Background: an optimization exercise with open tools, aiming at small area, a short achievable clock period and few clock cycles per item. Do not read the settings as production practice.
Only simulation tests tie the RTL to the original design; equivalence was not proved.

Design fpu, start of the top module:
module fpu (
  input  logic        clk,
  input  logic        rst,
  input  logic        wb_cyc_i,
  input  logic        wb_stb_i,
  input  logic        wb_we_i,
  input  logic [4:0]  wb_adr_i,
  input  logic [31:0] wb_dat_i,
  output logic [31:0] wb_dat_o,
  output logic        wb_ack_o
);
Size in the first run: ~75 I/O pins, ~31000 um^2 of cells after synthesis.
==> flow/config.mk <==
export PLATFORM = sky130hd
export DESIGN_NAME = fpu
export DESIGN_NICKNAME = fpu
export VERILOG_FILES = /design/flow/design.v
export SDC_FILE = /design/flow/constraint.sdc
export NUM_CORES = 4
export LEC_CHECK = 0
export ABC_AREA = 1
export CAP_MARGIN = 20
export CORE_MARGIN = 2
export CORE_UTILIZATION = 40
export SLEW_MARGIN = 20
==> flow/constraint.sdc <==
create_clock -name core_clock -period 11.5 [get_ports {clk}]
set_input_delay 2.3000 -clock core_clock [delete_from_list [all_inputs] [get_ports {clk}]]
set_output_delay 2.3000 -clock core_clock [all_outputs]
set_load 0.01 [all_outputs]
standard.sh (not shown) runs the stock make flow with config.mk's settings and CLKGATE_MAP_FILE= SYNTH_SCRIPT=/design/flow/synth_recipe.tcl, a recipe that flattens the netlist after the stock synthesis.
==> flow/flow/run.sh <==
#!/bin/bash
set -euo pipefail
bash standard.sh SETUP_SLACK_MARGIN=6.5 finish > standard_flow.log 2>&1
Testbench counts at the start, summed over its fixed seeds: cycles 28,792, ops 2,400.
Next try:
--- a/flow/design.v
+++ b/flow/design.v
@@ -55,24 +55,25 @@
   logic        busy, done, illegal, overrun, res_nz;
   logic        res_we;
   logic [31:0] res_d;
   wire bus_req  = wb_cyc_i & wb_stb_i & ~wb_ack_o;
   wire wr_req   = bus_req & wb_we_i;
   wire cmd_wr   = wr_req & (wb_adr_i == 5'h0C);
   wire [2:0] wop = wb_dat_i[2:0];
   wire op_legal = (wop <= 3'd4);
   wire cmd_go   = cmd_wr & op_legal & ~busy;
   wire wr_a     = wr_req & (wb_adr_i == 5'h00);
   wire wr_b     = wr_req & (wb_adr_i == 5'h04);
   wire wr_c     = wr_req & (wb_adr_i == 5'h08);
+  wire go_addsub = cmd_go & (wop[2:1] == 2'b00);
   always_ff @(posedge clk) begin
     if (wr_a) reg_a <= wb_dat_i;
     if (wr_b) reg_b <= wb_dat_i;
     if (wr_c) reg_c <= wb_dat_i;
   end
   always_ff @(posedge clk) begin
     if (rst) wb_ack_o <= 1'b0;
     else     wb_ack_o <= bus_req;
   end
   logic [4:0] adr_q;
   always_ff @(posedge clk) adr_q <= wb_adr_i;
   always_comb begin
@@ -84,25 +85,25 @@
       5'h14:   wb_dat_o = {28'h0, overrun, illegal, done, busy};
       default: wb_dat_o = 32'h0;
     endcase
   end
   logic [2:0]  eng_st;
   logic [31:0] acc;           
   logic [7:0]  esum;
   logic        psign;
   logic        xld;           
   logic [31:0] x_op, y_op;
   logic [1:0]  fsm;
   logic restart_pend;
-  wire  restart_req = wr_a | wr_b;
+  wire  restart_req = wr_a | wr_b | go_addsub;
   wire  eng_restart = rst | ((restart_req | restart_pend) & (fsm != F_WAITX));
   logic [7:0] bd_q;           
   wire [7:0]  a_e1 = (reg_a[30:23] == 8'd0) ? 8'd1 : reg_a[30:23];
   wire [7:0]  b_e1 = (reg_b[30:23] == 8'd0) ? 8'd1 : reg_b[30:23];
   wire [23:0] a_m  = {reg_a[30:23] != 8'd0, reg_a[22:0]};
   wire [23:0] b_m  = {reg_b[30:23] != 8'd0, reg_b[22:0]};
   logic [25:0] a3_q;
   always_ff @(posedge clk) a3_q <= {2'b00, a_m} + {1'b0, a_m, 1'b0};
   logic [31:0] pp [4];
   always_comb begin
     for (int j = 0; j < 4; j++) begin
       case (bd_q[2*j +: 2])
@@ -174,38 +175,42 @@
     if (acc[31]) begin
       pexp  = esum + 8'd1;
       pfrac = acc[30:8];
     end else if (!acc[30] && (esum != 8'd0)) begin
       pexp  = esum - {5'd0, psh};
       pfrac = acc_sh[29:7];
     end else begin
       pexp  = esum;
       pfrac = acc[29:7];
     end
   end
   always_ff @(posedge clk) begin
-    if (eng_st == E_NORM) x_op <= {psign, pexp, pfrac};
+    if (go_addsub)              x_op <= reg_a;
+    else if (eng_st == E_NORM)  x_op <= {psign, pexp, pfrac};
   end
   always_ff @(posedge clk) begin
-    if (!busy) y_op <= reg_c;
+    if (cmd_go) begin
+      case (wop)
+        3'd0:    y_op <= reg_b;
+        3'd1:    y_op <= {~reg_b[31], reg_b[30:0]};
+        3'd4:    y_op <= {~reg_c[31], reg_c[30:0]};
+        default: y_op <= reg_c;
+      endcase
+    end
   end
-  wire        op_as = (op_q[2:1] == 2'b00);
-  wire [31:0] xw = op_as ? reg_a : x_op;
-  wire [31:0] yw = op_as ? reg_b : y_op;
-  wire        xs = xw[31];
-  wire        ys = yw[31] ^ (op_q == 3'd1) ^ (op_q == 3'd4);
-  wire [7:0]  xe = (xw[30:23] == 8'd0) ? 8'd1 : xw[30:23];
-  wire [7:0]  ye = (yw[30:23] == 8'd0) ? 8'd1 : yw[30:23];
-  wire [23:0] xm = {xw[30:23] != 8'd0, xw[22:0]};
-  wire [23:0] ym = {yw[30:23] != 8'd0, yw[22:0]};
+  wire        xs = x_op[31], ys = y_op[31];
+  wire [7:0]  xe = (x_op[30:23] == 8'd0) ? 8'd1 : x_op[30:23];
+  wire [7:0]  ye = (y_op[30:23] == 8'd0) ? 8'd1 : y_op[30:23];
+  wire [23:0] xm = {x_op[30:23] != 8'd0, x_op[22:0]};
+  wire [23:0] ym = {y_op[30:23] != 8'd0, y_op[22:0]};
   wire        x_big = {xe, xm} >= {ye, ym};
   wire [7:0]  e_big   = x_big ? xe : ye;
   wire [7:0]  e_small = x_big ? ye : xe;
   wire [23:0] m_big   = x_big ? xm : ym;
   wire [23:0] m_small = x_big ? ym : xm;
   wire [7:0]  ediff   = e_big - e_small;
   wire [23:0] m_align = m_small >> ediff;
   logic [23:0] s1_mbig, s1_malign;
   logic [7:0]  s1_ebig;
   logic        s1_sign, s1_sub;
   always_ff @(posedge clk) begin
     s1_mbig   <= m_big;
Effect: Sequential share of layout area went up by 0.89 points; hold slack is better by 38 ps; worst setup slack is better by 35 ps; routed wire length went down by 1.7%; clock skew went down by 9.3 ps; first-iteration DRC count went down by 18%.
Testbench counts after the change, summed over its fixed seeds: cycles 28,792, ops 2,400.

## port drivers added, routing unchanged
The results above use ideal ports. As a check the final layouts listed here were re-extracted and re-timed, cells and wires unchanged. Step 1 (the two cells are an assumption about what drives the block):
set clk [get_ports {clk}]
set_driving_cell -lib_cell sky130_fd_sc_hd__clkbuf_16 $clk
set_driving_cell -lib_cell sky130_fd_sc_hd__buf_2 [delete_from_list [all_inputs] $clk]
Step 2 moves the port delays by t, midway between the first and last clock arrival at a register: inputs arrive t later, outputs are due t later. That takes back most of the time a late clock gives input paths. Slacks: ideal / step 1 / step 2; pairs: ideal / step 1.
| run | t, ns | slack for setup (ns) | slew at the worst register clock pin (ns) |
|---|---|---|---|
| the first run | 0.665 | 6.488 / 6.488 / 6.266 | 0.07 / 0.07 |
| the second run | 0.661 | 6.523 / 6.453 / 6.099 | 0.07 / 0.07 |
After both steps setup and hold are still met in every run listed. The setup slack of the second run, which loses most, moves by -0.070 ns with the drivers and by -0.424 ns with both steps.
